This design comes from an exercise in tuning for a short achievable clock period and few clock cycles on the open sky130 flow, not from production work. The RTL was checked by simulation tests, not by an equivalence proof against the original design. No activity file was given, so power comes from the tool's default toggle rates.

$ cat design.v
`timescale 1ns/1ps
package scalar_pkg;
    localparam int data_width    = 32;
    localparam int addr_width    = 12;
    localparam int reg_count     = 16;
    localparam int reg_idx_width = 4;
    localparam logic [data_width-1:0] halt_marker    = 32'hFFFF_FFFF;
    localparam logic [data_width-1:0] barrier_marker = 32'hAAAA_AAAA;
    typedef enum logic [3:0] {
        op_nop      = 4'd0,
        op_load_imm = 4'd1,
        op_jump     = 4'd2,
        op_branch   = 4'd3,
        op_alu      = 4'd4,
        op_load_pc  = 4'd5,
        op_halt     = 4'd6,
        op_sync     = 4'd7
    } op_t;
    typedef enum logic [2:0] {
        alu_add = 3'd0,
        alu_sub = 3'd1,
        alu_and = 3'd2,
        alu_or  = 3'd3,
        alu_xor = 3'd4,
        alu_cmp = 3'd7
    } alu_op_t;
    typedef enum logic [3:0] {
        cond_none   = 4'd0,
        cond_eq     = 4'd1,
        cond_ne     = 4'd2,
        cond_lt     = 4'd3,
        cond_ge     = 4'd4,
        cond_cs     = 4'd5,
        cond_cc     = 4'd6,
        cond_vs     = 4'd7,
        cond_vc     = 4'd8,
        cond_always = 4'd15
    } cond_t;
    typedef enum logic [1:0] {
        stage_fetch     = 2'd0,
        stage_decode    = 2'd1,
        stage_execute   = 2'd2,
        stage_writeback = 2'd3
    } stage_t;
    typedef struct packed {
        logic zero;
        logic negative;
        logic carry;
        logic overflow;
    } flags_t;
    typedef struct packed {
        logic [3:0]               op;
        logic [reg_idx_width-1:0] src;
        logic [reg_idx_width-1:0] dest;
        logic [2:0]               alu_op;
        logic [3:0]               cond;
        logic [3:0]               sync_sel;
        logic [addr_width-1:0]    addr;
        logic [data_width-1:0]    imm;    
        logic                     take_branch;
    } decoded_t;
endpackage
`timescale 1ns/1ps
module scalar_core (
    input  logic        clock,
    input  logic        reset,
    input  logic        enable,
    input  logic [31:0] instruction,
    output logic [31:0] data_out,
    output logic        data_valid,
    output logic [11:0] prog_mem_addr,
    output logic        prog_mem_read
);
    localparam logic [31:0] HALT_MARKER    = 32'hFFFF_FFFF;
    localparam logic [31:0] BARRIER_MARKER = 32'hAAAA_AAAA;
    logic        running;
    logic [31:0] regs [16];
    logic        zf, nf, cf, vf;
    logic [31:0] rr;             
    logic        e_wr;           
    logic        e_ldi;
    logic        e_flg;          
    logic        e_arith;        
    logic        e_sub;          
    logic        e_and, e_or;
    logic [3:0]  e_dest;
    logic [15:0] e_imm;
    logic [31:0] e_s, e_d;
    logic        e_fs, e_fd;     
    logic        e_chk;          
    logic        e_pred;
    logic [3:0]  e_cond;
    logic [11:0] e_alt;          
    logic        e_osrc, e_obar, e_ohalt;
    logic adv;
    assign adv           = enable & running;
    assign prog_mem_read = enable & running;
    function automatic logic cond_eval(input logic [3:0] c, input logic z, input logic n,
                                       input logic cy, input logic v);
        case (c)
            4'd1:    cond_eval = z;
            4'd2:    cond_eval = !z;
            4'd3:    cond_eval = n;
            4'd4:    cond_eval = !n;
            4'd5:    cond_eval = cy;
            4'd6:    cond_eval = !cy;
            4'd7:    cond_eval = v;
            4'd8:    cond_eval = !v;
            4'd15:   cond_eval = 1'b1;
            default: cond_eval = 1'b0;
        endcase
    endfunction
    logic [31:0] s_val, d_val, sb, lres, alu_res, res;
    logic [32:0] sum;
    logic        n_z, n_n, n_c, n_v;
    logic        mis;
    logic        e_out;
    always_comb begin
        s_val   = e_fs ? rr : e_s;
        d_val   = e_fd ? rr : e_d;
        sb      = s_val ^ {32{e_sub}};
        sum     = {1'b0, d_val} + {1'b0, sb} + {32'd0, e_sub};
        lres    = e_and ? (d_val & s_val) : e_or ? (d_val | s_val) : (d_val ^ s_val);
        alu_res = e_arith ? sum[31:0] : lres;
        res     = e_ldi ? {{16{e_imm[15]}}, e_imm} : alu_res;
        n_z     = (alu_res == 32'd0);
        n_n     = alu_res[31];
        n_c     = e_arith & sum[32];
        n_v     = e_arith & (d_val[31] == sb[31]) & (sum[31] != d_val[31]);
    end
    assign mis   = e_chk & (cond_eval(e_cond, zf, nf, cf, vf) != e_pred);
    assign e_out = e_osrc | e_obar | e_ohalt;
    logic [3:0]  f_op, f_src, f_dest, f_sel, f_cond;
    logic [2:0]  f_a;
    logic [11:0] f_addr, pa_inc, ldpc_tgt, pa_next;
    logic [31:0] rs, rd;
    logic        f_ldi, f_jmp, f_br, f_alu, f_ldpc, f_halt, f_sync;
    logic        f_alu_wr, f_alu_flg;
    logic        hz_s, hz_d;
    logic        c_dep, br_chk, br_take;
    logic        stall, f_go;
    logic        f_bar, f_sout;
    logic        f_oreq, f_ook, f_out;
    always_comb begin
        f_op   = instruction[31:28];
        f_src  = instruction[27:24];
        f_dest = instruction[23:20];
        f_sel  = instruction[19:16];
        f_a    = instruction[18:16];
        f_cond = instruction[15:12];
        f_addr = instruction[11:0];
        f_ldi  = (f_op == 4'd1);
        f_jmp  = (f_op == 4'd2);
        f_br   = (f_op == 4'd3);
        f_alu  = (f_op == 4'd4);
        f_ldpc = (f_op == 4'd5);
        f_halt = (f_op == 4'd6);
        f_sync = (f_op == 4'd7);
        f_bar  = f_sync & (f_sel == 4'd0);
        f_sout = f_sync & (f_sel == 4'd1);
        f_alu_wr  = f_alu & (f_a <= 3'd4);
        f_alu_flg = f_alu & ((f_a <= 3'd4) | (f_a == 3'd7));
        rs = regs[f_src];
        rd = regs[f_dest];
        hz_s = e_wr & (e_dest == f_src);
        hz_d = e_wr & (e_dest == f_dest);
        pa_inc = prog_mem_addr + 12'd1;
        c_dep   = (f_cond >= 4'd1) & (f_cond <= 4'd8);
        br_chk  = f_br & c_dep & e_flg;
        br_take = br_chk ? (f_addr <= prog_mem_addr)
                         : cond_eval(f_cond, zf, nf, cf, vf);
        ldpc_tgt = (hz_s & e_ldi) ? e_imm[11:0] : rs[11:0];
        stall    = f_ldpc & hz_s & !e_ldi;
        f_go = !mis & !stall;
        f_oreq = f_halt | f_bar | f_sout;
        f_ook  = !e_out & !(f_sout & hz_s);
        f_out  = f_oreq & f_ook & !mis;
        if (mis)                               pa_next = e_alt;
        else if (stall)                        pa_next = prog_mem_addr;
        else if (f_jmp | (f_br & br_take))     pa_next = f_addr;
        else if (f_ldpc)                       pa_next = ldpc_tgt;
        else                                   pa_next = pa_inc;
    end
    always_ff @(posedge clock or posedge reset) begin
        if (reset) begin
            for (int i = 0; i < 16; i++) regs[i] <= '0;
        end else if (adv & e_wr) begin
            regs[e_dest] <= res;
        end
    end
    always_ff @(posedge clock or posedge reset) begin
        if (reset) begin
            {zf, nf, cf, vf} <= 4'd0;
        end else if (adv & e_flg) begin
            {zf, nf, cf, vf} <= {n_z, n_n, n_c, n_v};
        end
    end
    always_ff @(posedge clock or posedge reset) begin
        if (reset) begin
            rr            <= '0;
            prog_mem_addr <= '0;
            running       <= 1'b1;
            data_valid    <= 1'b0;
            data_out      <= '0;
            e_wr    <= 1'b0;
            e_ldi   <= 1'b0;
            e_flg   <= 1'b0;
            e_arith <= 1'b0;
            e_sub   <= 1'b0;
            e_and   <= 1'b0;
            e_or    <= 1'b0;
            e_dest  <= '0;
            e_imm   <= '0;
            e_s     <= '0;
            e_d     <= '0;
            e_fs    <= 1'b0;
            e_fd    <= 1'b0;
            e_chk   <= 1'b0;
            e_pred  <= 1'b0;
            e_cond  <= '0;
            e_alt   <= '0;
            e_osrc  <= 1'b0;
            e_obar  <= 1'b0;
            e_ohalt <= 1'b0;
        end else begin
            data_valid <= adv & (e_out | f_out);
            if (adv) begin
                rr            <= res;
                prog_mem_addr <= pa_next;
                if (e_ohalt | (f_out & f_halt)) running <= 1'b0;
                if (e_out) begin
                    data_out <= e_obar ? BARRIER_MARKER : e_ohalt ? HALT_MARKER : s_val;
                end else begin
                    data_out <= f_halt ? HALT_MARKER : f_bar ? BARRIER_MARKER : rs;
                end
                e_wr    <= f_go & (f_ldi | f_alu_wr);
                e_ldi   <= f_go & f_ldi;
                e_flg   <= f_go & f_alu_flg;
                e_arith <= (f_a == 3'd0) | (f_a == 3'd1) | (f_a == 3'd7);
                e_sub   <= (f_a == 3'd1) | (f_a == 3'd7);
                e_and   <= (f_a == 3'd2);
                e_or    <= (f_a == 3'd3);
                e_dest  <= f_dest;
                e_imm   <= instruction[15:0];
                e_s     <= rs;
                e_d     <= rd;
                e_fs    <= hz_s;
                e_fd    <= hz_d;
                e_chk   <= f_go & br_chk;
                e_pred  <= br_take;
                e_cond  <= f_cond;
                e_alt   <= br_take ? pa_inc : f_addr;
                e_osrc  <= f_go & f_sout & !f_ook;
                e_obar  <= f_go & f_bar & !f_ook;
                e_ohalt <= f_go & f_halt & !f_ook;
            end
        end
    end
endmodule
$ cat run.sh
#!/bin/bash
# synth_recipe.tcl (not shown) runs the flow's synth.tcl, then flattens the netlist and writes it again
# the make line also repeats each setting of config.mk as NAME=value (left out here)
make -C /OpenROAD-flow-scripts/flow DESIGN_CONFIG=/design/flow/config.mk WORK_HOME=/design/flow/orfs CLKGATE_MAP_FILE= SYNTH_SCRIPT=/design/flow/synth_recipe.tcl finish
$ cat config.mk
export PLATFORM = sky130hd
export DESIGN_NAME = scalar_core
export DESIGN_NICKNAME = scalar_core
export VERILOG_FILES = /design/flow/design.v
export SDC_FILE = /design/flow/constraint.sdc
export NUM_CORES = 4
export LEC_CHECK = 0
export CAP_MARGIN = 20
export CORE_MARGIN = 2
export CORE_UTILIZATION = 30
export SLEW_MARGIN = 20
$ cat constraint.sdc
create_clock -name core_clock -period 7.0 [get_ports {clock}]
set_input_delay 1.4000 -clock core_clock [delete_from_list [all_inputs] [get_ports {clock}]]
set_output_delay 1.4000 -clock core_clock [all_outputs]
set_load 0.01 [all_outputs]
==> flow_metrics.tcl, run 1 <==
set metrics [dict create \
    nFillCells 13200 \
    cts_hold_buf 0 \
    cp.required_ns 7.60 \
    antenna_left 0 \
    rows 131 \
    vias 35900 \
    ys_types 89 \
    ys_seq_area_share_pct 45.6 \
    rsz0062_at_grt "false" \
    portBuffers 80 \
    cts_max_path_buffers 3 \
    first_iter_violations 4940 \
    final.min_clock_period_ns 5.43 \
    ios 81 \
    avgSynthCellArea_sq_um 8.85 \
    drv_slew 0 \
    cts_tree "built" \
    place_hpwl_mm 102 \
    synth_top_cell_area_share_pct 45.5 \
    synth_most_common_cell "nand2_1" \
    wl_per_cell_um 26.8 \
    drc 0 \
    design_area_sq_um 44000 \
    finClkSkew_ns 0.0703 \
    grt_pass1_vias 34300 \
    ir_drop_mv 0.220 \
    grt_max_degree 179 \
    cts_made_buffers 77 \
    viasPerCell 5.98 \
    reg2reg_depth 15 \
    grt_first_pass_wirelength_mm 236 \
    finalCritPeriodShare_pct 77.5 \
    firstDrtPassIters 9 \
    antenna_cells 0 \
    cts_resized 0 \
    die_y_um 363 \
    hold_depth 2 \
    worstPathMaxFanout 37 \
    worstSetupPathType "reg2reg" \
    synth-seq-cells 704 \
    tns_ns 0 \
    syn_area_sq_um 38600 \
    clockPowerShare_pct 48.4 \
    power_frac_comb_pct 4.2 \
    worstSkewPairLatency_ns 0.68 \
    switching_share_pct 24.2 \
    core_sq_um 128000 \
    setup_violations 0 \
    switchingPower_mw 2.08 \
    p_leak_nw 19.0 \
    areaGrowthSynthToFinish_pct 13.9 \
    internal-power_mw 6.51 \
    layout_setup_ws_ns 1.57 \
    crit_path_end_kind "register" \
    startpoint_type "register" \
    clk_pin_slew_worst_paths_ns 0.06 \
    synth_edf_count 0 \
    nNetsFinal 4425 \
    grt_usage_pct 23.8 \
    finalWirelength_mm 161 \
    ctsRootBufferMaster "clkbuf_16" \
    pwr-share-seq_pct 47.4 \
    die-area_sq_um 132000 \
    dpl_cell_area_sq_um 41400 \
    hold_viol_final 0 \
    syn-num-nets 4506 \
    htreeDepth 3 \
    clock-sinks 704 \
    synth_common_cells "nand2_1 (790), dfrtp_1 (703), o21ai_0 (613)" \
    p_per_area_nw_per_um2 195 \
    post_cts_buffers 0 \
    synth_flop_cell "dfrtp_1" \
    hp-class "reg2reg" \
    status "complete, no violations" \
    tightest_slew_ns 1.21 \
    total_power_mw 8.58 \
    crit_arrival_ns 6.02 \
    netlist_instances 4364 \
    synth_area_leader_cell "dfrtp_1" \
    initial_core_util_pct 30.3 \
    slew_headroom_pct 19.3 \
    drv_cap 0 \
    place.gp.congestion 0.949 \
    antenna_found_initial 0 \
    drive_gt1_share_pct 8.59 \
    pre_cts_slack_ns 1.71 \
    fp.dieW_um 363 \
    max_freq_mhz 184 \
    gr-total-overflow 0 \
    async_flop_share_pct 100 \
    yosys-top-cells-area "dfrtp_1 (46%), o21ai_0 (7.9%), nand2_1 (7.7%)" \
    yosysWarnings 2 \
]
[path summary, 6_finish.rpt]
check | start | to | slack, ns
hold reg to reg | e_alt[11] | e_alt[11] | 0.47
max in group asynchronous | reset | e_and | 4.19
setup reg to reg | e_fs | zf | 1.57
setup / recovery | e_fs | zf | 1.57
min in group asynchronous | reset | regs[6][15] | 1.26
hold / removal | e_alt[11] | e_alt[11] | 0.47
[area by class of cell]
type                            count  area [sq um]  area share [%]
Multi-Input combinational cell   3175         19400            44.1
Clock buffer                      115          2260            5.14
Timing Repair Buffer              206          1890            4.30
Tap cell                         1662          2080            4.73
Inverter                          119           453            1.03
Sequential cell                   704         17600            40.1
Clock inverter                     24           277           0.628
[worst max-delay path, stage by stage, from the launching register on]
cell	delay, ns
dfrtp_2	0.81
buf_12	0.31
mux2i_1	0.41
xnor2_1	0.12
ha_1	0.41
o211ai_1	0.12
a21o_1	0.22
a31oi_1	0.44
o21ai_1	0.26
a32oi_4	0.37
a21oi_2	0.13
o41ai_1	0.56
and4bb_1	0.34
nand4bb_1	0.15
a2111oi_2	0.44
a32o_1	0.22
[power groups by stage]
stage | Combinational [mW] | Clock [mW] | Sequential, mW
finish | 0.358 | 4.15 | 4.07
floorplan | 0.165 | 0 | 4.15
detailed placement | 0.343 | 0 | 4.14
CTS | 0.344 | 4.18 | 4.07
global placement | 0.341 | 0 | 4.14
global route | 0.373 | 4.36 | 4.07
[sequential cells by signal, indices dropped and copies added, names as in the netlist, 4 cells and up]
register,cells
e_cond,4
e_d,32
rr,32
e_s,32
e_alt,12
e_dest,4
prog_mem_addr,12
data_out,32
e_imm,12
regs,512
[metal layers]
metal	track usage, %	wire [um]	part of all wire (%)	vias to the layer above
met2	36.6	70500	44	2253
met1	31.4	63700	40	17500
met3	6.08	18000	11	548
met4	11.1	8750	5.4	0
met5	0	0	0	-
li1	-	-	-	15600
[cell usage in the layout, fill, tap and decap left out, drive strengths merged, types with 20 or more instances in the layout]
master	count
o31ai	25
inv	118
mux2i	110
a22o	45
and3	23
mux2	32
o21ai	643
nor3	37
a211oi	47
dfrtp	703
nand4	104
a21oi	199
nand2	790
nand3	65
ha	106
xnor2	61
clkdlybuf4s50	80
o22ai	46
nand2b	34
o21a	25
clkbuf	115
buf	126
xor2	23
o22a	31
nor2	143
a22oi	383
a221oi	39
o221ai	20
[stage by stage]
step	std cells	hold WS, ns	utilization [%]
2_1_floorplan	4364	0.442	-
3_3_place_gp	5865	0.455	32.4
3_5_place_dp	5865	0.463	32.5
4_1_cts	6004	0.476	34.4
5_1_grt	6005	0.496	34.5
6_report	6005	0.471	34.5
[cells by family (layout without fill, tap and decap cells)]
| group | after synthesis | count (layout) | share of synthesized area, % |
|---|---|---|---|
| XOR/XNOR | 84 | 84 | 1.90 |
| multiplexers | 142 | 142 | 3.81 |
| buffers and inverters | 485 | 464 | 4.93 |
| AO/OA/AOI/OAI | 1585 | 1585 | 26.1 |
| flip-flops | 704 | 704 | 45.6 |
| adder cells (fa/ha/maj) | 107 | 107 | 3.49 |
| AND/OR/NAND/NOR | 1257 | 1257 | 14.2 |
Testbench counts, summed over its fixed seeds: cycles 78,021.
==> inputs of run 2 (changes only) <==
--- a/design.v
+++ b/design.v
@@ -87,10 +87,6 @@
     logic [15:0] e_imm;
     logic [31:0] e_s, e_d;
     logic        e_fs, e_fd;     
-    logic        e_chk;          
-    logic        e_pred;
-    logic [3:0]  e_cond;
-    logic [11:0] e_alt;          
     logic        e_osrc, e_obar, e_ohalt;
     logic adv;
     assign adv           = enable & running;
@@ -113,7 +109,7 @@
     logic [31:0] s_val, d_val, sb, lres, alu_res, res;
     logic [32:0] sum;
     logic        n_z, n_n, n_c, n_v;
-    logic        mis;
+    logic        b_z, b_n, b_c, b_v;    
     logic        e_out;
     always_comb begin
         s_val   = e_fs ? rr : e_s;
@@ -123,12 +119,15 @@
         lres    = e_and ? (d_val & s_val) : e_or ? (d_val | s_val) : (d_val ^ s_val);
         alu_res = e_arith ? sum[31:0] : lres;
         res     = e_ldi ? {{16{e_imm[15]}}, e_imm} : alu_res;
-        n_z     = (alu_res == 32'd0);
+        if (e_arith & !e_sub) n_z = ~|(d_val ^ s_val ^ {d_val[30:0] | s_val[30:0], 1'b0});
+        else if (e_and)       n_z = ~|(d_val & s_val);
+        else if (e_or)        n_z = ~|(d_val | s_val);
+        else                  n_z = ~|(d_val ^ s_val);
         n_n     = alu_res[31];
         n_c     = e_arith & sum[32];
         n_v     = e_arith & (d_val[31] == sb[31]) & (sum[31] != d_val[31]);
     end
-    assign mis   = e_chk & (cond_eval(e_cond, zf, nf, cf, vf) != e_pred);
+    assign {b_z, b_n, b_c, b_v} = e_flg ? {n_z, n_n, n_c, n_v} : {zf, nf, cf, vf};
     assign e_out = e_osrc | e_obar | e_ohalt;
     logic [3:0]  f_op, f_src, f_dest, f_sel, f_cond;
     logic [2:0]  f_a;
@@ -137,7 +136,7 @@
     logic        f_ldi, f_jmp, f_br, f_alu, f_ldpc, f_halt, f_sync;
     logic        f_alu_wr, f_alu_flg;
     logic        hz_s, hz_d;
-    logic        c_dep, br_chk, br_take;
+    logic        br_take;
     logic        stall, f_go;
     logic        f_bar, f_sout;
     logic        f_oreq, f_ook, f_out;
@@ -165,18 +164,14 @@
         hz_s = e_wr & (e_dest == f_src);
         hz_d = e_wr & (e_dest == f_dest);
         pa_inc = prog_mem_addr + 12'd1;
-        c_dep   = (f_cond >= 4'd1) & (f_cond <= 4'd8);
-        br_chk  = f_br & c_dep & e_flg;
-        br_take = br_chk ? (f_addr <= prog_mem_addr)
-                         : cond_eval(f_cond, zf, nf, cf, vf);
+        br_take = cond_eval(f_cond, b_z, b_n, b_c, b_v);
         ldpc_tgt = (hz_s & e_ldi) ? e_imm[11:0] : rs[11:0];
         stall    = f_ldpc & hz_s & !e_ldi;
-        f_go = !mis & !stall;
+        f_go = !stall;
         f_oreq = f_halt | f_bar | f_sout;
         f_ook  = !e_out & !(f_sout & hz_s);
-        f_out  = f_oreq & f_ook & !mis;
-        if (mis)                               pa_next = e_alt;
-        else if (stall)                        pa_next = prog_mem_addr;
+        f_out  = f_oreq & f_ook;
+        if (stall)                        pa_next = prog_mem_addr;
         else if (f_jmp | (f_br & br_take))     pa_next = f_addr;
         else if (f_ldpc)                       pa_next = ldpc_tgt;
         else                                   pa_next = pa_inc;
@@ -215,10 +210,6 @@
             e_d     <= '0;
             e_fs    <= 1'b0;
             e_fd    <= 1'b0;
-            e_chk   <= 1'b0;
-            e_pred  <= 1'b0;
-            e_cond  <= '0;
-            e_alt   <= '0;
             e_osrc  <= 1'b0;
             e_obar  <= 1'b0;
             e_ohalt <= 1'b0;
@@ -246,10 +237,6 @@
                 e_d     <= rd;
                 e_fs    <= hz_s;
                 e_fd    <= hz_d;
-                e_chk   <= f_go & br_chk;
-                e_pred  <= br_take;
-                e_cond  <= f_cond;
-                e_alt   <= br_take ? pa_inc : f_addr;
                 e_osrc  <= f_go & f_sout & !f_ook;
                 e_obar  <= f_go & f_bar & !f_ook;
                 e_ohalt <= f_go & f_halt & !f_ook;
==> flow_metrics.tcl, run 2 <==
set metrics [dict create \
    drv_cap 0 \
    final.min_clock_period_ns 5.33 \
    grt_usage_pct 24.5 \
    ir_drop_mv 0.221 \
    syn_area_sq_um 37300 \
    syn-num-nets 4266 \
    fin_cells 5771 \
    cp.required_ns 7.46 \
    crit_arrival_ns 5.80 \
    synth_top_cell_area_share_pct 46.2 \
    ys_seq_area_share_pct 46.3 \
    tightest_slew_ns 1.27 \
    dpl_cell_area_sq_um 40200 \
    yosysWarnings 2 \
    final_common_cell "nand2_1" \
    dp.cells 5628 \
    synth-seq-cells 690 \
    synth_edf_count 0 \
    avgSynthCellArea_sq_um 9.03 \
    critPathCapture "regs[0][28]" \
    synth_common_cells "nand2_1 (732), dfrtp_1 (689), o21ai_0 (548)" \
    worstSetupPathType "reg2reg" \
    hp-class "reg2reg" \
    netlist_instances 4134 \
    finalWirelength_mm 159 \
    grt_use_met3_pct 7.34 \
    use_met2_pct 36.6 \
    clock-sinks 690 \
    rows 129 \
    max_freq_mhz 187 \
    place.gp.congestion 1.00 \
    rsz0062_at_grt "false" \
    portBuffers 80 \
    worstPathMaxFanout 36 \
    gr-total-overflow 0 \
    die_y_um 357 \
    crit_path_end_kind "register" \
    vias 34300 \
    viasPerCell 5.95 \
    async_flop_share_pct 100 \
    reg2reg_depth 14 \
    wl_per_cell_um 27.5 \
    grt_first_pass_wirelength_mm 232 \
    clk_pin_slew_worst_paths_ns 0.06 \
    slew_headroom_pct 15.3 \
    drv_slew 0 \
    core_sq_um 124000 \
    first_iter_violations 5023 \
    cts_hold_buf 0 \
    status "complete, no violations" \
    cts_made_buffers 76 \
    startpoint_type "register" \
    cts_resized 0 \
    synth_flop_cell "dfrtp_1" \
    tns_ns 0 \
    layout_setup_ws_ns 1.67 \
    p_leak_nw 18.7 \
    drc 0 \
    post_cts_buffers 0 \
    firstDrtPassIters 8 \
    rr_endpoint "regs[0][28]" \
    pre_cts_slack_ns 1.57 \
    final_cell_mix "nand2_1 (719), dfrtp_1 (684), o21ai_0 (548)" \
    synth_most_common_cell "nand2_1" \
    total_power_mw 8.62 \
    whs_ns 0.478 \
    use_met1_pct 32.3 \
    largest_register_ffs 512 \
    yosys-top-cells-area "dfrtp_1 (46%), a22oi_1 (7.4%), nand2_1 (7.4%)" \
    r2r_slack_ns 1.67 \
    initial_core_util_pct 30.2 \
    cp-startpoint "e_fs" \
    finalCritPeriodShare_pct 76.2 \
    grt.busiest_layer "met2" \
    grt_max_degree 165 \
    nNetsFinal 4202 \
    p_per_area_nw_per_um2 201 \
    r2r-start "e_fs" \
    worstSkewPairLatency_ns 0.66 \
    htreeDepth 3 \
    hold_viol_final 0 \
    design_area_sq_um 42900 \
    setup_violations 0 \
    regMostFlops "regs" \
    fp.dieW_um 357 \
    die-area_sq_um 127000 \
    place_hpwl_mm 104 \
    drive_gt1_share_pct 10.4 \
    synth_area_leader_cell "dfrtp_1" \
    finClkSkew_ns 0.0476 \
    ios 81 \
    cts_tree "built" \
    grt_pass1_vias 33200 \
    areaGrowthSynthToFinish_pct 14.9 \
    antenna_found_initial 9 \
    ys_types 79 \
    fin_util_pct 34.7 \
    ctsRootBufferMaster "clkbuf_16" \
    cts_max_path_buffers 3 \
    antenna_left 0 \
]
run 2: changes by cell type after synthesis, moves of 22 or more:
cell      change
o21ai_0      -65
nand2_1      -58
mux2_2       +55
clkbuf_1     -22
run 2: area by class of cell:
| type | count | area [sq um] |
|---|---|---|
| timing repair buffer | 202 | 1820 |
| clock buffer | 111 | 2240 |
| fill | 12700 | 80800 |
| inverter | 101 | 384 |
| sequential | 690 | 17300 |
| clock inverter | 29 | 440 |
| tap | 1637 | 2050 |
| antenna | 2 | 5.00 |
| multi-input combinational | 2999 | 18700 |
run 2: worst max-delay path, stage by stage, from the launching register on:
cell	delay [ns]
dfrtp_4	0.89
mux2i_2	0.45
a32oi_1	0.12
and2_1	0.19
fa_1	0.44
nand2b_1	0.20
a21o_1	0.20
a31oi_1	0.41
o31a_2	0.29
a31oi_2	0.13
o221ai_1	0.35
xnor2_1	0.19
a21oi_1	0.10
o21ai_2	0.93
o21ai_0	0.25
run 2: how the worst min path moves through the flow:
stage	start	to	slack, ns	cells past startpoint
final	cf	cf	0.48	2
after global routing	e_s[8]	e_s[8]	0.50	2
after CTS	cf	cf	0.48	2
after detailed placement	e_s[12]	e_s[12]	0.46	2
after global placement	e_s[12]	e_s[12]	0.46	2
after floorplan	cf	cf	0.44	2
run 2: where the power goes:
group	total (mW)	internal (mW)	switching, mW
Clock	4.29	2.54	1.75
Combinational	0.336	0.0619	0.274
Sequential	3.99	3.99	0
run 2: logic make-up (layout without fill, tap and decap cells):
group	after synthesis	in the layout	share of synthesized area, %
multiplexers	195	195	5.53
other	0	2	0
flip-flops	690	690	46.3
AND/OR/NAND/NOR	1153	1153	13.5
adder cells (fa/ha/maj)	97	97	3.27
AO/OA/AOI/OAI	1447	1447	24.3
buffers and inverters	445	443	4.60
XOR/XNOR	107	107	2.51
run 2: layer usage:
metal	vias to the layer above	share of wire (%)
li1	14900	-
met1	16700	40
met2	2189	43
met3	603	11
met4	6	6.0
met5	-	0.021
Testbench counts of run 2, summed over its fixed seeds: cycles 76,372.
==> inputs of run 3 (changes only) <==
--- a/design.v
+++ b/design.v
@@ -76,7 +76,6 @@
     logic        running;
     logic [31:0] regs [16];
     logic        zf, nf, cf, vf;
-    logic [31:0] rr;             
     logic        e_wr;           
     logic        e_ldi;
     logic        e_flg;          
@@ -85,8 +84,8 @@
     logic        e_and, e_or;
     logic [3:0]  e_dest;
     logic [15:0] e_imm;
-    logic [31:0] e_s, e_d;
-    logic        e_fs, e_fd;     
+    logic [31:0] e_sb;           
+    logic [31:0] e_d;            
     logic        e_osrc, e_obar, e_ohalt;
     logic adv;
     assign adv           = enable & running;
@@ -106,35 +105,51 @@
             default: cond_eval = 1'b0;
         endcase
     endfunction
-    logic [31:0] s_val, d_val, sb, lres, alu_res, res;
-    logic [32:0] sum;
+    logic [31:0] x, lres, alu_res, res, sum;
+    logic [31:0] pg_g [6];       
+    logic [31:0] pg_p [6];
+    logic [32:0] cy;             
     logic        n_z, n_n, n_c, n_v;
     logic        b_z, b_n, b_c, b_v;    
     logic        e_out;
     always_comb begin
-        s_val   = e_fs ? rr : e_s;
-        d_val   = e_fd ? rr : e_d;
-        sb      = s_val ^ {32{e_sub}};
-        sum     = {1'b0, d_val} + {1'b0, sb} + {32'd0, e_sub};
-        lres    = e_and ? (d_val & s_val) : e_or ? (d_val | s_val) : (d_val ^ s_val);
-        alu_res = e_arith ? sum[31:0] : lres;
+        x = e_d ^ e_sb;
+        pg_g[0]    = e_d;
+        pg_p[0]    = x;
+        pg_g[0][0] = x[0] ? e_sub : e_d[0];
+        pg_p[0][0] = 1'b0;
+        for (int l = 0; l < 5; l++) begin
+            for (int i = 0; i < 32; i++) begin
+                if (i >= (1 << l)) begin
+                    pg_g[l+1][i] = pg_p[l][i] ? pg_g[l][i - (1 << l)] : pg_g[l][i];
+                    pg_p[l+1][i] = pg_p[l][i] & pg_p[l][i - (1 << l)];
+                end else begin
+                    pg_g[l+1][i] = pg_g[l][i];
+                    pg_p[l+1][i] = pg_p[l][i];
+                end
+            end
+        end
+        cy  = {pg_g[5], e_sub};
+        sum = x ^ cy[31:0];
+        lres    = e_and ? (e_d & e_sb) : e_or ? (e_d | e_sb) : x;
+        alu_res = e_arith ? sum : lres;
         res     = e_ldi ? {{16{e_imm[15]}}, e_imm} : alu_res;
-        if (e_arith & !e_sub) n_z = ~|(d_val ^ s_val ^ {d_val[30:0] | s_val[30:0], 1'b0});
-        else if (e_and)       n_z = ~|(d_val & s_val);
-        else if (e_or)        n_z = ~|(d_val | s_val);
-        else                  n_z = ~|(d_val ^ s_val);
-        n_n     = alu_res[31];
-        n_c     = e_arith & sum[32];
-        n_v     = e_arith & (d_val[31] == sb[31]) & (sum[31] != d_val[31]);
+        if (e_arith)    n_z = ~|(x ^ {e_d[30:0] | e_sb[30:0], e_sub});
+        else if (e_and) n_z = ~|(e_d & e_sb);
+        else if (e_or)  n_z = ~|(e_d | e_sb);
+        else            n_z = ~|x;
+        n_n = alu_res[31];
+        n_c = e_arith & cy[32];
+        n_v = e_arith & (cy[32] ^ cy[31]);
     end
     assign {b_z, b_n, b_c, b_v} = e_flg ? {n_z, n_n, n_c, n_v} : {zf, nf, cf, vf};
     assign e_out = e_osrc | e_obar | e_ohalt;
     logic [3:0]  f_op, f_src, f_dest, f_sel, f_cond;
     logic [2:0]  f_a;
     logic [11:0] f_addr, pa_inc, ldpc_tgt, pa_next;
-    logic [31:0] rs, rd;
+    logic [31:0] rs, rd, s_fwd, d_fwd;
     logic        f_ldi, f_jmp, f_br, f_alu, f_ldpc, f_halt, f_sync;
-    logic        f_alu_wr, f_alu_flg;
+    logic        f_alu_wr, f_alu_flg, f_sub;
     logic        hz_s, hz_d;
     logic        br_take;
     logic        stall, f_go;
@@ -159,10 +174,13 @@
         f_sout = f_sync & (f_sel == 4'd1);
         f_alu_wr  = f_alu & (f_a <= 3'd4);
         f_alu_flg = f_alu & ((f_a <= 3'd4) | (f_a == 3'd7));
+        f_sub     = f_alu & ((f_a == 3'd1) | (f_a == 3'd7));
         rs = regs[f_src];
         rd = regs[f_dest];
         hz_s = e_wr & (e_dest == f_src);
         hz_d = e_wr & (e_dest == f_dest);
+        s_fwd = hz_s ? res : rs;
+        d_fwd = hz_d ? res : rd;
         pa_inc = prog_mem_addr + 12'd1;
         br_take = cond_eval(f_cond, b_z, b_n, b_c, b_v);
         ldpc_tgt = (hz_s & e_ldi) ? e_imm[11:0] : rs[11:0];
@@ -171,7 +189,7 @@
         f_oreq = f_halt | f_bar | f_sout;
         f_ook  = !e_out & !(f_sout & hz_s);
         f_out  = f_oreq & f_ook;
-        if (stall)                        pa_next = prog_mem_addr;
+        if (stall)                             pa_next = prog_mem_addr;
         else if (f_jmp | (f_br & br_take))     pa_next = f_addr;
         else if (f_ldpc)                       pa_next = ldpc_tgt;
         else                                   pa_next = pa_inc;
@@ -192,7 +210,6 @@
     end
     always_ff @(posedge clock or posedge reset) begin
         if (reset) begin
-            rr            <= '0;
             prog_mem_addr <= '0;
             running       <= 1'b1;
             data_valid    <= 1'b0;
@@ -206,21 +223,18 @@
             e_or    <= 1'b0;
             e_dest  <= '0;
             e_imm   <= '0;
-            e_s     <= '0;
+            e_sb    <= '0;
             e_d     <= '0;
-            e_fs    <= 1'b0;
-            e_fd    <= 1'b0;
             e_osrc  <= 1'b0;
             e_obar  <= 1'b0;
             e_ohalt <= 1'b0;
         end else begin
             data_valid <= adv & (e_out | f_out);
             if (adv) begin
-                rr            <= res;
                 prog_mem_addr <= pa_next;
                 if (e_ohalt | (f_out & f_halt)) running <= 1'b0;
                 if (e_out) begin
-                    data_out <= e_obar ? BARRIER_MARKER : e_ohalt ? HALT_MARKER : s_val;
+                    data_out <= e_obar ? BARRIER_MARKER : e_ohalt ? HALT_MARKER : e_sb;
                 end else begin
                     data_out <= f_halt ? HALT_MARKER : f_bar ? BARRIER_MARKER : rs;
                 end
@@ -228,15 +242,13 @@
                 e_ldi   <= f_go & f_ldi;
                 e_flg   <= f_go & f_alu_flg;
                 e_arith <= (f_a == 3'd0) | (f_a == 3'd1) | (f_a == 3'd7);
-                e_sub   <= (f_a == 3'd1) | (f_a == 3'd7);
+                e_sub   <= f_sub;
                 e_and   <= (f_a == 3'd2);
                 e_or    <= (f_a == 3'd3);
                 e_dest  <= f_dest;
                 e_imm   <= instruction[15:0];
-                e_s     <= rs;
-                e_d     <= rd;
-                e_fs    <= hz_s;
-                e_fd    <= hz_d;
+                e_sb    <= s_fwd ^ {32{f_sub}};
+                e_d     <= d_fwd;
                 e_osrc  <= f_go & f_sout & !f_ook;
                 e_obar  <= f_go & f_bar & !f_ook;
                 e_ohalt <= f_go & f_halt & !f_ook;
--- a/config.mk
+++ b/config.mk
@@ -8,4 +8,6 @@
 export CAP_MARGIN = 20
 export CORE_MARGIN = 2
 export CORE_UTILIZATION = 30
+export SETUP_SLACK_MARGIN = 4.0
 export SLEW_MARGIN = 20
+export TNS_END_PERCENT = 100
==> flow_metrics.tcl, run 3 <==
set metrics [dict create \
    final_common_cell "nand2_1" \
    antenna_found_initial 6 \
    yosys-top-cells-area "dfrtp_1 (45%), nand2_1 (8.4%), o21ai_0 (7.6%)" \
    initial_core_util_pct 30.1 \
    portBuffers 80 \
    cts_made_buffers 77 \
    synth_area_leader_cell "dfrtp_1" \
    netlist_instances 4227 \
    cp.required_ns 7.55 \
    p_per_area_nw_per_um2 171 \
    drv_slew 1 \
    ys_seq_area_share_pct 44.9 \
    hp-class "reg2reg" \
    fin_util_pct 41.4 \
    ios 81 \
    synth-xor-area-share_pct 1.96 \
    grt_first_pass_wirelength_mm 255 \
    synth-seq-cells 656 \
    slew_headroom_pct -0.108 \
    wl_per_cell_um 29.2 \
    rows 128 \
    grt_max_degree 181 \
    async_flop_share_pct 100 \
    crit_arrival_ns 4.11 \
    place.gp.congestion 0.935 \
    finClkSkew_ns 0.0561 \
    areaGrowthSynthToFinish_pct 37.3 \
    r2r_slack_ns 3.44 \
    synth_simple_gate_area_share_pct 16.4 \
    p_leak_nw 21.5 \
    hold_viol_final 0 \
    gr-total-overflow 0 \
    path_cells "inv_1 > ha_4 > buf_6 > nor3b_1 > o311a_1 > a311oi_4 > o32a_1 > o31ai_4 > nor3b_2 > buf_4 > o211a_1 > o21ai_4 > buf_12 > buf_12 > a21o_4 > a211oi_2" \
    cts_tree "built" \
    drive_gt1_share_pct 30.3 \
    max_stage_delay_ns 0.39 \
    rsz0062_at_grt "true" \
    rr_endpoint "prog_mem_addr[11]" \
    die-area_sq_um 125000 \
    finalWirelength_mm 181 \
    synth_most_common_cell "nand2_1" \
    htreeDepth 3 \
    drv_cap 1 \
    ctsRootBufferMaster "clkbuf_16" \
    ys_types 82 \
    regMostFlops "regs" \
    synth_compound_area_share_pct 26.2 \
    status "finished with violations" \
    synthAdderAreaFrac_pct 2.22 \
    clk_pin_slew_worst_paths_ns 0.06 \
    synth_common_cells "nand2_1 (822), dfrtp_1 (655), o21ai_0 (557)" \
    syn-num-nets 4327 \
    slowest_stage "o311a_1" \
    grt_pass1_vias 36300 \
    tightest_slew_ns 1.49 \
    die_y_um 353 \
    vias 38900 \
    crit_buf_inv 5 \
    grt_usage_pct 27.4 \
    place_hpwl_mm 103 \
    final_cell_mix "nand2_1 (764), dfrtp_1 (624), a22oi_1 (304)" \
    worstSkewPairLatency_ns 0.69 \
    synth_top_family_by_area "compound AO/OA/AOI/OAI gates" \
    hold_end "data_out[17]" \
    worstPathMaxFanout 9 \
    avgSynthCellArea_sq_um 8.65 \
    nFillCells 11700 \
    hold_depth 2 \
    setup_violations 0 \
    largest_register_ffs 512 \
    synthMuxAreaShare_pct 3.47 \
    synth_edf_count 0 \
    synth_top_cell_area_share_pct 44.8 \
    cts_max_path_buffers 3 \
    ir_drop_mv 0.164 \
    cts_hold_buf 0 \
    nNetsFinal 4603 \
    first_iter_violations 6702 \
    firstDrtPassIters 8 \
    pre_cts_slack_ns 1.83 \
    synth_flop_cell "dfrtp_1" \
    worstHoldStart "data_out[17]" \
    startpoint_type "register" \
    drc 0 \
    so.violations "capacitance limit, slew limit" \
    core_sq_um 121000 \
    final.min_clock_period_ns 3.56 \
    worstSetupPathType "reg2reg" \
    layout_setup_ws_ns 3.44 \
    fp.dieW_um 353 \
    reg2reg_depth 16 \
    crit_family "compound AO/OA/AOI/OAI gates" \
    finalCritPeriodShare_pct 50.9 \
    clock-sinks 656 \
    r2r-start "e_d[20]" \
    antenna_left 0 \
    max_freq_mhz 281 \
    syn_area_sq_um 36600 \
    crit_path_end_kind "register" \
    crit_top_cell "buf_12" \
    yosysWarnings 4 \
    viasPerCell 6.29 \
]
[run 3: changes by cell type in the layout (fill, tap and decap cells not counted), moves of 56 or more]
cell	previous run	this run
o21ai_0	548	240
o21ai_2	7	228
buf_4	114	279
buf_6	0	91
o21ai_1	16	92
a22oi_1	367	304
buf_12	8	71
ha_1	96	33
dfrtp_1	684	624
xnor2_1	76	18
a21oi_1	202	146
[run 3: cells by family after synthesis]
| kind of cell | Yosys count |
|---|---|
| compound gates | 1483 |
| simple gates | 1360 |
| flops | 656 |
| buf+inv | 461 |
| mux | 120 |
| xor+xnor | 82 |
| fa+ha+maj | 65 |
[run 3: repair_timing]
| item | in CTS | in global routing |
|---|---|---|
| pin swaps | 251 | 183 |
| gates cloned | 37 | 9 |
| endpoints found under the setup margin | 668 | 513 |
| gates resized for setup | 860 | 417 |
| setup buffers | 245 | 101 |
[run 3: layout make-up]
type | instances | area [sq um] | share of cell area [%]
Sequential cell | 656 | 16500 | 32.8
Inverter | 81 | 334 | 0.665
Timing Repair inverter | 2 | 32.5 | 0.0648
Clock inverter | 24 | 374 | 0.745
Tap cell | 1625 | 2030 | 4.05
Timing Repair Buffer | 556 | 6230 | 12.4
Multi-Input combinational cell | 3129 | 22500 | 44.7
Antenna cell | 3 | 7.51 | 0.0150
Clock buffer | 117 | 2290 | 4.56
[run 3: power breakdown]
group	leakage (nW)	internal, mW	switching [mW]
sequential	8.91	3.79	0
combinational	11.2	0.142	0.346
clock	1.30	2.53	1.76
[run 3: worst max path at each step]
stage	from	endpoint	cells past startpoint
after global routing	e_d[0]	prog_mem_addr[11]	17
final	e_d[20]	prog_mem_addr[11]	16
after global placement	instruction[27]	e_sb[7]	12
after detailed placement	instruction[27]	prog_mem_addr[3]	11
after floorplan	reset	cf	1
after CTS	e_d[27]	prog_mem_addr[5]	14
[run 3: metrics by stage]
step / area [sq um] / total power, mW / TNS, ns / hold slack [ns] / instances
after global placement: 39600 / 4.20 / 0 / 0.473 / 5655
after detailed placement: 39600 / 4.20 / 0 / 0.474 / 5656
after global routing: 50200 / 8.73 / 0 / 0.519 / 6190
final: 50200 / 8.57 / 0 / 0.478 / 6193
after floorplan: 37600 / 4.06 / -2205.37 / 0.446 / 4227
after CTS: 47700 / 8.53 / 0 / 0.486 / 6079
[run 3: routing by layer]
| layer | vias up | wire (um) | GRT usage, % |
|---|---|---|---|
| met5 | - | 48 | 0 |
| met3 | 926 | 24600 | 8.64 |
| met1 | 18800 | 66900 | 35.5 |
| met2 | 3142 | 75900 | 40.6 |
| li1 | 16000 | - | - |
| met4 | 8 | 13500 | 14.8 |
[run 3: worst register-to-register path, cell delays in order, from the launching register on]
cell      delay [ns]
dfrtp_1         0.38
inv_1           0.10
ha_4            0.23
buf_6           0.16
nor3b_1         0.15
o311a_1         0.39
a311oi_4        0.34
o32a_1          0.27
o31ai_4         0.09
nor3b_2         0.19
buf_4           0.17
o211a_1         0.18
o21ai_4         0.06
buf_12          0.15
buf_12          0.13
a21o_4          0.25
a211oi_2        0.23
Testbench counts of run 3, summed over its fixed seeds: cycles 76,372.
==> inputs of run 4 (changes only) <==
--- a/design.v
+++ b/design.v
@@ -87,6 +87,10 @@
     logic [31:0] e_sb;           
     logic [31:0] e_d;            
     logic        e_osrc, e_obar, e_ohalt;
+    logic        e_chk;          
+    logic        e_pred;
+    logic [3:0]  e_cond;
+    logic [11:0] e_alt;          
     logic adv;
     assign adv           = enable & running;
     assign prog_mem_read = enable & running;
@@ -111,7 +115,9 @@
     logic [32:0] cy;             
     logic        n_z, n_n, n_c, n_v;
     logic        b_z, b_n, b_c, b_v;    
+    logic        l_n;                   
     logic        e_out;
+    logic        mis;
     always_comb begin
         x = e_d ^ e_sb;
         pg_g[0]    = e_d;
@@ -142,7 +148,12 @@
         n_c = e_arith & cy[32];
         n_v = e_arith & (cy[32] ^ cy[31]);
     end
-    assign {b_z, b_n, b_c, b_v} = e_flg ? {n_z, n_n, n_c, n_v} : {zf, nf, cf, vf};
+    assign l_n   = e_and ? (e_d[31] & e_sb[31]) : e_or ? (e_d[31] | e_sb[31]) : x[31];
+    assign b_z   = e_flg ? n_z : zf;
+    assign b_n   = e_flg ? l_n : nf;
+    assign b_c   = e_flg ? 1'b0 : cf;
+    assign b_v   = e_flg ? 1'b0 : vf;
+    assign mis   = e_chk & (cond_eval(e_cond, zf, nf, cf, vf) != e_pred);
     assign e_out = e_osrc | e_obar | e_ohalt;
     logic [3:0]  f_op, f_src, f_dest, f_sel, f_cond;
     logic [2:0]  f_a;
@@ -151,7 +162,7 @@
     logic        f_ldi, f_jmp, f_br, f_alu, f_ldpc, f_halt, f_sync;
     logic        f_alu_wr, f_alu_flg, f_sub;
     logic        hz_s, hz_d;
-    logic        br_take;
+    logic        br_chk, br_take;
     logic        stall, f_go;
     logic        f_bar, f_sout;
     logic        f_oreq, f_ook, f_out;
@@ -182,14 +193,17 @@
         s_fwd = hz_s ? res : rs;
         d_fwd = hz_d ? res : rd;
         pa_inc = prog_mem_addr + 12'd1;
-        br_take = cond_eval(f_cond, b_z, b_n, b_c, b_v);
+        br_chk  = f_br & (f_cond >= 4'd3) & (f_cond <= 4'd8) & e_flg & e_arith;
+        br_take = br_chk ? (f_addr <= prog_mem_addr)
+                         : cond_eval(f_cond, b_z, b_n, b_c, b_v);
         ldpc_tgt = (hz_s & e_ldi) ? e_imm[11:0] : rs[11:0];
         stall    = f_ldpc & hz_s & !e_ldi;
-        f_go = !stall;
+        f_go = !mis & !stall;
         f_oreq = f_halt | f_bar | f_sout;
         f_ook  = !e_out & !(f_sout & hz_s);
-        f_out  = f_oreq & f_ook;
-        if (stall)                             pa_next = prog_mem_addr;
+        f_out  = f_oreq & f_ook & !mis;
+        if (mis)                               pa_next = e_alt;
+        else if (stall)                        pa_next = prog_mem_addr;
         else if (f_jmp | (f_br & br_take))     pa_next = f_addr;
         else if (f_ldpc)                       pa_next = ldpc_tgt;
         else                                   pa_next = pa_inc;
@@ -228,6 +242,10 @@
             e_osrc  <= 1'b0;
             e_obar  <= 1'b0;
             e_ohalt <= 1'b0;
+            e_chk   <= 1'b0;
+            e_pred  <= 1'b0;
+            e_cond  <= '0;
+            e_alt   <= '0;
         end else begin
             data_valid <= adv & (e_out | f_out);
             if (adv) begin
@@ -252,6 +270,10 @@
                 e_osrc  <= f_go & f_sout & !f_ook;
                 e_obar  <= f_go & f_bar & !f_ook;
                 e_ohalt <= f_go & f_halt & !f_ook;
+                e_chk   <= f_go & br_chk;
+                e_pred  <= br_take;
+                e_cond  <= f_cond;
+                e_alt   <= br_take ? pa_inc : f_addr;
             end
         end
     end
--- a/config.mk
+++ b/config.mk
@@ -5,9 +5,9 @@
 export SDC_FILE = /design/flow/constraint.sdc
 export NUM_CORES = 4
 export LEC_CHECK = 0
-export CAP_MARGIN = 20
+export CAP_MARGIN = 40
 export CORE_MARGIN = 2
 export CORE_UTILIZATION = 30
 export SETUP_SLACK_MARGIN = 4.0
-export SLEW_MARGIN = 20
+export SLEW_MARGIN = 40
 export TNS_END_PERCENT = 100
==> flow_metrics.tcl, run 4 <==
set metrics [dict create \
    hold_viol_final 0 \
    yosys-top-cells-area "dfrtp_1 (44%), o21ai_0 (8.3%), nand2_1 (7.9%)" \
    seqCellArea_sq_um 16800 \
    r2r-start "e_sb[19]" \
    rsz0062_at_grt "true" \
    tns_ns 0 \
    wl_per_cell_um 28.4 \
    slowest_stage "or3b_4" \
    hold_depth 2 \
    firstDrtPassIters 10 \
    tightest_slew_ns 0.880 \
    crit_buf_inv 3 \
    worstSkewPairLatency_ns 0.69 \
    use_met2_pct 39.6 \
    grt_usage_pct 26.4 \
    synth_flop_cell "dfrtp_1" \
    nNetsFinal 4722 \
    status "complete, no violations" \
    initial_core_util_pct 30.2 \
    dpl_cell_area_sq_um 41000 \
    cp-startpoint "instruction[1]" \
    cts_hold_buf 0 \
    startpoint_type "input pin" \
    yosysWarnings 4 \
    place_hpwl_mm 106 \
    finalCritPeriodShare_pct 50.0 \
    drv_slew 0 \
    reg2reg_depth 15 \
    path_cells "buf_8 > ha_4 > nor2b_1 > o211ai_1 > a211oi_2 > o41ai_4 > buf_4 > a22oi_2 > nor4b_4 > clkbuf_16 > and2_4 > or3b_4 > o221a_1" \
    ys_seq_area_share_pct 44.3 \
    grt_use_met3_pct 8.20 \
    cts_max_path_buffers 3 \
    synth_common_cells "nand2_1 (799), dfrtp_1 (669), o21ai_0 (625)" \
    max_stage_delay_ns 0.44 \
    grt_first_pass_wirelength_mm 257 \
    max_freq_mhz 286 \
    regMostFlops "regs" \
    grt_pass1_vias 37200 \
    viasPerCell 6.22 \
    htreeDepth 3 \
    total_power_mw 8.84 \
    place.gp.congestion 0.967 \
    multi_input_area_sq_um 23000 \
    antenna_found_initial 0 \
    async_flop_share_pct 100 \
    setup_violations 0 \
    rr_endpoint "e_alt[1]" \
    netlist_instances 4346 \
    final_common_cell "nand2_1" \
    synth_top_cell_area_share_pct 44.2 \
    p_per_area_nw_per_um2 173 \
    cp.required_ns 7.54 \
    crit_arrival_ns 4.05 \
    clock-sinks 670 \
    final.min_clock_period_ns 3.50 \
    crit_family "compound AO/OA/AOI/OAI gates" \
    cts_made_buffers 78 \
    finalWirelength_mm 179 \
    finClkSkew_ns 0.0591 \
    synth_area_leader_cell "dfrtp_1" \
    drv_cap 0 \
    synth_edf_count 0 \
    grt_max_degree 147 \
    clk_pin_slew_worst_paths_ns 0.06 \
    avgSynthCellArea_sq_um 8.71 \
    rows 130 \
    first_iter_violations 6062 \
    r2r_slack_ns 3.59 \
    use_met1_pct 34.4 \
    grt.busiest_layer "met2" \
    cts_tree "built" \
    syn-num-nets 4458 \
    crit_path_end_kind "register" \
    ctsRootBufferMaster "clkbuf_16" \
    synth_most_common_cell "nand2_1" \
    worstSetupPathType "in2reg" \
    syn_area_sq_um 37900 \
    cp_num_cells 13 \
    die-area_sq_um 129000 \
    areaGrowthSynthToFinish_pct 35.1 \
    drc 0 \
    slew_headroom_pct 41.1 \
    fp.dieW_um 359 \
    ios 81 \
    core_sq_um 125000 \
    worstPathMaxFanout 6 \
    nFillCells 12000 \
    p_leak_nw 21.6 \
    largest_register_ffs 512 \
    ir_drop_mv 0.163 \
    gr-total-overflow 0 \
    ys_types 107 \
    critPathCapture "prog_mem_addr[9]" \
    antenna_left 0 \
    drive_gt1_share_pct 29.0 \
    final_cell_mix "nand2_1 (757), dfrtp_1 (633), o21ai_0 (406)" \
    synth-seq-cells 670 \
    vias 39300 \
    hp-class "reg2reg" \
    design_area_sq_um 51200 \
    die_y_um 359 \
    portBuffers 80 \
]
## run 4: logic make-up (layout without fill, tap and decap cells)
family          count (synthesis)  after routing  synth area share, %
compound gates               1569           1569                 27.2
simple gates                 1365           1373                 16.4
flops                         670            670                 44.3
buf+inv                       494            810                 5.24
mux                            92             92                 2.59
xor+xnor                       79             79                 1.83
fa+ha+maj                      77             77                 2.54
other cells                     0              1                    0
## run 4: layout make-up
type | count | area share (%)
antenna | 1 | 0.00489
clock buffer | 103 | 4.21
clock inverter | 37 | 1.18
inverter | 104 | 0.827
multi-input combinational | 3190 | 44.9
sequential | 670 | 32.9
tap | 1650 | 4.04
timing repair buffer | 564 | 11.9
timing repair inverter | 2 | 0.0636
## run 4: what timing repair did
action	CTS	global route
resized for setup	782	469
setup endpoints to repair	688	457
gates cloned	26	5
buffers inserted	212	124
pin swaps	200	207
## run 4: how the worst min path moves through the flow
stage            startpoint      endpoint  slack (ns)
6_report       data_out[14]  data_out[14]        0.47
3_3_place_gp      e_alt[11]     e_alt[11]        0.46
4_1_cts            e_alt[6]      e_alt[6]        0.48
5_1_grt            e_alt[3]      e_alt[3]        0.51
2_1_floorplan     e_alt[11]     e_alt[11]        0.44
3_5_place_dp      e_alt[11]     e_alt[11]        0.47
## run 4: metrics by stage
step	setup slack (ns)	utilization, %	hold slack [ns]	std cells
floorplan	-3.56	-	0.445	4346
CTS	3.52	38.5	0.484	6190
global route	3.46	40.8	0.514	6320
detailed placement	1.87	32.7	0.467	5812
global placement	1.53	32.5	0.459	5796
finish	3.50	40.8	0.473	6321
## run 4: worst min-delay path, delay by kind of cell, from the launching register on
family,cells,cell delay [ns]
AOI/OAI and AO/OA,1,0.05
and+or+nand+nor,1,0.05
DFF,1,0.34
## run 4: where the power goes
part	internal, mW	switching [mW]
clock network	2.64	1.83
logic	0.170	0.340
registers	3.87	0
## run 4: per-layer routing
layer  share of wire [%]  vias to the layer above
met2                  43                     2788
li1                    -                    16500
met4                 6.0                        0
met5                   0                        -
met1                  38                    19200
met3                  13                      757
Testbench counts of run 4, summed over its fixed seeds: cycles 76,572.
==> inputs of run 5 (changes only) <==
--- a/config.mk
+++ b/config.mk
@@ -7,7 +7,8 @@
 export LEC_CHECK = 0
 export CAP_MARGIN = 40
 export CORE_MARGIN = 2
-export CORE_UTILIZATION = 30
+export CORE_UTILIZATION = 45
+export PLACE_DENSITY = 0.75
 export SETUP_SLACK_MARGIN = 4.0
 export SLEW_MARGIN = 40
 export TNS_END_PERCENT = 100
==> flow_metrics.tcl, run 5 <==
set metrics [dict create \
    status "complete, no violations" \
    cts_max_path_buffers 3 \
    hold_depth 2 \
    dp.cells 5238 \
    yosys-top-cells-area "dfrtp_1 (44%), o21ai_0 (8.3%), nand2_1 (7.9%)" \
    fp.dieW_um 294 \
    startpoint_type "input pin" \
    p_per_area_nw_per_um2 170 \
    grt_first_pass_wirelength_mm 251 \
    nNetsFinal 4766 \
    final.min_clock_period_ns 3.57 \
    viasPerCell 7.39 \
    initial_core_util_pct 45.4 \
    synth_common_cells "nand2_1 (799), dfrtp_1 (669), o21ai_0 (625)" \
    ios 81 \
    ys_seq_area_share_pct 44.3 \
    finClkSkew_ns 0.0413 \
    final_common_cell "nand2_1" \
    regMostFlops "regs" \
    clock-sinks 670 \
    r2r-start "e_d[28]" \
    fin_cells 5800 \
    rsz0062_at_grt "true" \
    tightest_slew_ns 0.961 \
    synth_area_leader_cell "dfrtp_1" \
    place.gp.congestion 1.02 \
    clk_pin_slew_worst_paths_ns 0.06 \
    p_leak_nw 21.7 \
    synth_top_cell_area_share_pct 44.2 \
    critPathCapture "prog_mem_addr[9]" \
    syn_area_sq_um 37900 \
    async_flop_share_pct 100 \
    finalCritPeriodShare_pct 51.0 \
    crit_arrival_ns 4.09 \
    drive_gt1_share_pct 30.1 \
    synth_edf_count 0 \
    slew_headroom_pct 35.9 \
    die_y_um 294 \
    worstPathMaxFanout 6 \
    ys_types 107 \
    portBuffers 80 \
    finalWirelength_mm 184 \
    cts_tree "built" \
    netlist_instances 4346 \
    total_power_mw 8.64 \
    cp.required_ns 7.53 \
    nFillCells 6165 \
    syn-num-nets 4458 \
    hold_viol_final 0 \
    grt_pass1_vias 38800 \
    gr-total-overflow 0 \
    rr_endpoint "prog_mem_addr[1]" \
    drc 0 \
    hp-class "reg2reg" \
    core_sq_um 83400 \
    largest_register_ffs 512 \
    vias 42800 \
    yosysWarnings 4 \
    r2r_slack_ns 3.44 \
    areaGrowthSynthToFinish_pct 34.6 \
    worstSkewPairLatency_ns 0.68 \
    antenna_found_initial 13 \
    crit_path_end_kind "register" \
    max_freq_mhz 280 \
    rows 106 \
    grt_max_degree 161 \
    grt_usage_pct 38.6 \
    firstDrtPassIters 13 \
    antenna_left 0 \
    final_cell_mix "nand2_1 (757), dfrtp_1 (637), o21ai_0 (414)" \
    ir_drop_mv 0.175 \
    htreeDepth 3 \
    drv_cap 0 \
    wl_per_cell_um 31.8 \
    synth-seq-cells 670 \
    drv_slew 0 \
    worstSetupPathType "in2reg" \
    ctsRootBufferMaster "clkbuf_16" \
    cp-startpoint "instruction[25]" \
    place_hpwl_mm 98.1 \
    synth_flop_cell "dfrtp_1" \
    cts_made_buffers 73 \
    die-area_sq_um 86500 \
    first_iter_violations 8762 \
    setup_violations 0 \
    reg2reg_depth 12 \
    synth_most_common_cell "nand2_1" \
    avgSynthCellArea_sq_um 8.71 \
]
==> run 5: cell type report <==
cell class	instances	area [sq um]	area share (%)
clock inverters	31	413	0.810
inverters	104	424	0.832
well taps	1080	1350	2.65
clock buffers	101	2130	4.17
multi-input cells	3196	23300	45.7
diodes	9	22.5	0.0442
repair buffers	607	6480	12.7
flip-flops and latches	670	16800	33.0
repair inverters	2	27.5	0.0540
==> run 5: worst min path at each step <==
stage / startpoint / endpoint / slack (ns)
final: data_out[9] / data_out[9] / 0.48
after CTS: e_alt[5] / e_alt[5] / 0.48
after floorplan: e_alt[11] / e_alt[11] / 0.44
after detailed placement: e_alt[5] / e_alt[5] / 0.47
after global placement: data_out[9] / data_out[9] / 0.46
after global routing: data_out[9] / data_out[9] / 0.50
==> run 5: stage by stage <==
step	worst slack (ns)	cell area [sq um]	hold slack [ns]	util, %	TNS (ns)
detailed placement	1.71	40200	0.471	48.2	0
floorplan	-3.56	38800	0.445	-	-2383.64
finish	3.43	51000	0.479	61.1	0
CTS	3.58	47200	0.485	56.6	0
global placement	1.69	40000	0.463	47.9	0
global route	3.49	50900	0.505	61.1	0
==> run 5: kinds of logic (layout without fill, tap and decap cells) <==
family,after synthesis,after routing,synth area share [%]
buffers and inverters,494,845,5.24
AND/OR/NAND/NOR,1365,1379,16.4
multiplexers,92,92,2.59
other,0,9,0
adder cells (fa/ha/maj),77,77,2.54
XOR/XNOR,79,79,1.83
AO/OA/AOI/OAI,1569,1569,27.2
flip-flops,670,670,44.3
==> run 5: metal layers <==
layer / GRT usage, % / routed length, um
met1: 47.1 / 59700
met2: 54.7 / 72900
met3: 17.0 / 31700
met4: 25.8 / 19200
met5: 0.454 / 769
==> run 5: critical path, cell delays in order <==
cell and delay (ns):
buf_16 0.12, buf_12 0.13, buf_4 0.14, nor4bb_4 0.16
buf_4 0.15, buf_8 0.14, a222oi_1 0.37, nand3_1 0.23
a21oi_2 0.21, a41o_4 0.33, nor2_1 0.07, a211oi_1 0.29
a21oi_1 0.10, o221a_1 0.25
==> run 5: where the power goes <==
part | switching, mW | internal, mW
Clock | 1.79 | 2.44
Sequential | 0 | 3.87
Combinational | 0.361 | 0.177
Total | 2.15 | 6.48
==> run 5: timing repair <==
action                     in CTS  in global routing
cloned                         25                 15
hold endpoints to repair        0                  0
hold buffers                    0                  0
setup buffers                 227                152
setup endpoints to repair     676                452
pin swaps                     160                279
resized for setup             622                652
==> inputs of run 6 (changes only) <==
--- a/design.v
+++ b/design.v
@@ -88,7 +88,7 @@
     logic [31:0] e_d;            
     logic        e_osrc, e_obar, e_ohalt;
     logic        e_chk;          
-    logic        e_pred;
+    logic        e_jr;           
     logic [3:0]  e_cond;
     logic [11:0] e_alt;          
     logic adv;
@@ -153,17 +153,17 @@
     assign b_n   = e_flg ? l_n : nf;
     assign b_c   = e_flg ? 1'b0 : cf;
     assign b_v   = e_flg ? 1'b0 : vf;
-    assign mis   = e_chk & (cond_eval(e_cond, zf, nf, cf, vf) != e_pred);
+    assign mis   = e_jr | (e_chk & cond_eval(e_cond, zf, nf, cf, vf));
     assign e_out = e_osrc | e_obar | e_ohalt;
     logic [3:0]  f_op, f_src, f_dest, f_sel, f_cond;
     logic [2:0]  f_a;
-    logic [11:0] f_addr, pa_inc, ldpc_tgt, pa_next;
+    logic [11:0] f_addr, pa_inc, pa_next;
     logic [31:0] rs, rd, s_fwd, d_fwd;
     logic        f_ldi, f_jmp, f_br, f_alu, f_ldpc, f_halt, f_sync;
     logic        f_alu_wr, f_alu_flg, f_sub;
     logic        hz_s, hz_d;
     logic        br_chk, br_take;
-    logic        stall, f_go;
+    logic        ldpc_fast, f_go;
     logic        f_bar, f_sout;
     logic        f_oreq, f_ook, f_out;
     always_comb begin
@@ -194,18 +194,15 @@
         d_fwd = hz_d ? res : rd;
         pa_inc = prog_mem_addr + 12'd1;
         br_chk  = f_br & (f_cond >= 4'd3) & (f_cond <= 4'd8) & e_flg & e_arith;
-        br_take = br_chk ? (f_addr <= prog_mem_addr)
-                         : cond_eval(f_cond, b_z, b_n, b_c, b_v);
-        ldpc_tgt = (hz_s & e_ldi) ? e_imm[11:0] : rs[11:0];
-        stall    = f_ldpc & hz_s & !e_ldi;
-        f_go = !mis & !stall;
+        br_take = !br_chk & cond_eval(f_cond, b_z, b_n, b_c, b_v);
+        ldpc_fast = hz_s & e_ldi;
+        f_go = !mis;
         f_oreq = f_halt | f_bar | f_sout;
         f_ook  = !e_out & !(f_sout & hz_s);
         f_out  = f_oreq & f_ook & !mis;
-        if (mis)                               pa_next = e_alt;
-        else if (stall)                        pa_next = prog_mem_addr;
+        if (mis)                               pa_next = e_jr ? e_sb[11:0] : e_alt;
         else if (f_jmp | (f_br & br_take))     pa_next = f_addr;
-        else if (f_ldpc)                       pa_next = ldpc_tgt;
+        else if (f_ldpc & ldpc_fast)           pa_next = e_imm[11:0];
         else                                   pa_next = pa_inc;
     end
     always_ff @(posedge clock or posedge reset) begin
@@ -243,7 +240,7 @@
             e_obar  <= 1'b0;
             e_ohalt <= 1'b0;
             e_chk   <= 1'b0;
-            e_pred  <= 1'b0;
+            e_jr    <= 1'b0;
             e_cond  <= '0;
             e_alt   <= '0;
         end else begin
@@ -271,9 +268,9 @@
                 e_obar  <= f_go & f_bar & !f_ook;
                 e_ohalt <= f_go & f_halt & !f_ook;
                 e_chk   <= f_go & br_chk;
-                e_pred  <= br_take;
+                e_jr    <= f_go & f_ldpc & !ldpc_fast;
                 e_cond  <= f_cond;
-                e_alt   <= br_take ? pa_inc : f_addr;
+                e_alt   <= f_addr;
             end
         end
     end
--- a/config.mk
+++ b/config.mk
@@ -7,8 +7,7 @@
 export LEC_CHECK = 0
 export CAP_MARGIN = 40
 export CORE_MARGIN = 2
-export CORE_UTILIZATION = 45
-export PLACE_DENSITY = 0.75
+export CORE_UTILIZATION = 30
 export SETUP_SLACK_MARGIN = 4.0
 export SLEW_MARGIN = 40
 export TNS_END_PERCENT = 100
==> flow_metrics.tcl, run 6 <==
set metrics [dict create \
    status "complete, no violations" \
    switching_share_pct 24.7 \
    synth_flop_cell "dfrtp_1" \
    initial_core_util_pct 30.2 \
    p_leak_nw 20.9 \
    drc 0 \
    place_hpwl_mm 115 \
    cp.required_ns 7.56 \
    rows 129 \
    pwr-share-seq_pct 44.8 \
    internal-power_mw 6.39 \
    clk_pin_slew_worst_paths_ns 0.06 \
    hold_viol_final 0 \
    synth-seq-cells 658 \
    crit_arrival_ns 3.75 \
    syn-num-nets 4507 \
    nNetsFinal 4724 \
    synth_area_leader_cell "dfrtp_1" \
    ir_drop_mv 0.155 \
    fp.dieW_um 356 \
    grt_max_degree 144 \
    ios 81 \
    slew_headroom_pct 36.0 \
    die-area_sq_um 127000 \
    cts_made_buffers 76 \
    antenna_found_initial 6 \
    final_common_cell "nand2_1" \
    finalCritPeriodShare_pct 45.6 \
    ctsRootBufferMaster "clkbuf_16" \
    synth_edf_count 0 \
    worstSkewPairLatency_ns 0.67 \
    cts_tree "built" \
    dpl_cell_area_sq_um 40400 \
    yosys-top-cells-area "dfrtp_1 (44%), nand2_1 (9.8%), o21ai_0 (7.7%)" \
    switchingPower_mw 2.10 \
    rsz0062_at_grt "true" \
    drv_slew 0 \
    startpoint_type "register" \
    worstSetupPathType "reg2reg" \
    drv_cap 0 \
    viasPerCell 6.22 \
    power_frac_comb_pct 5.6 \
    design_area_sq_um 49300 \
    place.gp.congestion 0.996 \
    syn_area_sq_um 37200 \
    ys_seq_area_share_pct 44.3 \
    clockPowerShare_pct 49.6 \
    yosysWarnings 4 \
    vias 39300 \
    p_per_area_nw_per_um2 172 \
    grt_pass1_vias 37000 \
    regMostFlops "regs" \
    grt_first_pass_wirelength_mm 265 \
    synth_most_common_cell "nand2_1" \
    cts_max_path_buffers 3 \
    setup_violations 0 \
    hp-class "reg2reg" \
    core_sq_um 123000 \
    synth_top_cell_area_share_pct 44.2 \
    async_flop_share_pct 100 \
    largest_register_ffs 512 \
    tightest_slew_ns 0.958 \
    clock-sinks 658 \
    wl_per_cell_um 29.8 \
    die_y_um 356 \
    crit_path_end_kind "register" \
    gr-total-overflow 0 \
    finalWirelength_mm 188 \
    worstPathMaxFanout 4 \
    nFillCells 12100 \
    dp.cells 5848 \
    netlist_instances 4407 \
    drive_gt1_share_pct 24.5 \
    htreeDepth 3 \
    ys_types 93 \
    final_cell_mix "nand2_1 (923), dfrtp_1 (602), o21ai_0 (416)" \
    antenna_left 0 \
    firstDrtPassIters 7 \
    first_iter_violations 6455 \
    portBuffers 80 \
    tns_ns 0 \
    final.min_clock_period_ns 3.19 \
    finClkSkew_ns 0.0302 \
    synth_common_cells "nand2_1 (973), dfrtp_1 (657), o21ai_0 (574)" \
    max_freq_mhz 314 \
    avgSynthCellArea_sq_um 8.44 \
    grt_usage_pct 28.2 \
    fin_cells 6321 \
    areaGrowthSynthToFinish_pct 32.5 \
]
==> run 6: stage by stage <==
stage | worst slack [ns] | total power, mW | utilization, % | hold WS (ns)
5_1_grt | 3.76 | 8.65 | 40.0 | 0.510
3_3_place_gp | 1.55 | 4.21 | 32.5 | 0.463
6_report | 3.81 | 8.48 | 40.0 | 0.476
4_1_cts | 3.83 | 8.42 | 38.0 | 0.481
3_5_place_dp | 1.80 | 4.22 | 32.7 | 0.468
2_1_floorplan | -3.39 | 4.07 | - | 0.450
==> run 6: layout make-up <==
| type | instances | area [sq um] | area share [%] |
|---|---|---|---|
| timing repair buffer | 523 | 5710 | 11.6 |
| multi-input combinational | 3279 | 22100 | 44.8 |
| sequential | 658 | 16500 | 33.6 |
| inverter | 86 | 365 | 0.741 |
| antenna | 2 | 5.00 | 0.0102 |
| tap | 1637 | 2050 | 4.16 |
| clock inverter | 28 | 340 | 0.691 |
| clock buffer | 108 | 2210 | 4.49 |
==> run 6: kinds of logic after synthesis <==
logic type	after synthesis	synth area share, %
simple gates	1562	18.3
compound gates	1492	26.3
flops	658	44.3
buf+inv	477	5.01
xor+xnor	77	1.81
mux	76	2.14
fa+ha+maj	65	2.19
==> run 6: power groups by stage <==
stage / sequential, mW / combinational (mW) / clock [mW]
after floorplan: 3.88 / 0.190 / 0
after global placement: 3.87 / 0.335 / 0
after CTS: 3.80 / 0.404 / 4.22
after global routing: 3.80 / 0.480 / 4.37
after detailed placement: 3.87 / 0.348 / 0
final: 3.80 / 0.473 / 4.21
==> run 6: critical path: stages, from the launching register on <==
cell,delay (ns)
dfrtp_2,0.46
inv_2,0.11
ha_4,0.22
nand3b_1,0.31
buf_6,0.21
o311ai_4,0.07
nand3_2,0.13
a211oi_4,0.36
nor2_4,0.07
o31ai_4,0.24
buf_4,0.16
mux2_4,0.29
or3_1,0.37
o221ai_2,0.07
==> run 6: worst paths after layout <==
path / slack [ns] / to / depth (start not counted) / startpoint
setup / recovery: 3.81 / e_sb[29] / 13 / e_d[15]
hold / removal: 0.48 / data_out[30] / 2 / data_out[30]
setup reg to reg: 3.81 / e_sb[29] / 13 / e_d[15]
hold reg to reg: 0.48 / data_out[30] / 2 / data_out[30]
max in group asynchronous: 4.46 / regs[11][2] / 4 / reset
min in group asynchronous: 1.19 / e_sb[23] / 2 / reset
==> run 6: per-layer routing <==
layer	wire [um]	GRT usage, %	vias up	share of wire, %
met4	13100	16.1	12	7.0
met1	71100	36.3	18900	38
met2	78100	41.0	3071	42
met5	185	0.519	-	0.098
li1	-	-	16400	-
met3	25600	9.71	862	14
==> run 6: repair_timing <==
| item | in CTS | in global routing |
|---|---|---|
| setup buffers | 208 | 92 |
| resized for setup | 538 | 365 |
| pin swaps | 114 | 130 |
| hold buffers | 0 | 0 |
| endpoints found under the setup margin | 670 | 400 |
| gates cloned | 17 | 16 |
Testbench counts of run 6, summed over its fixed seeds: cycles 76,572.
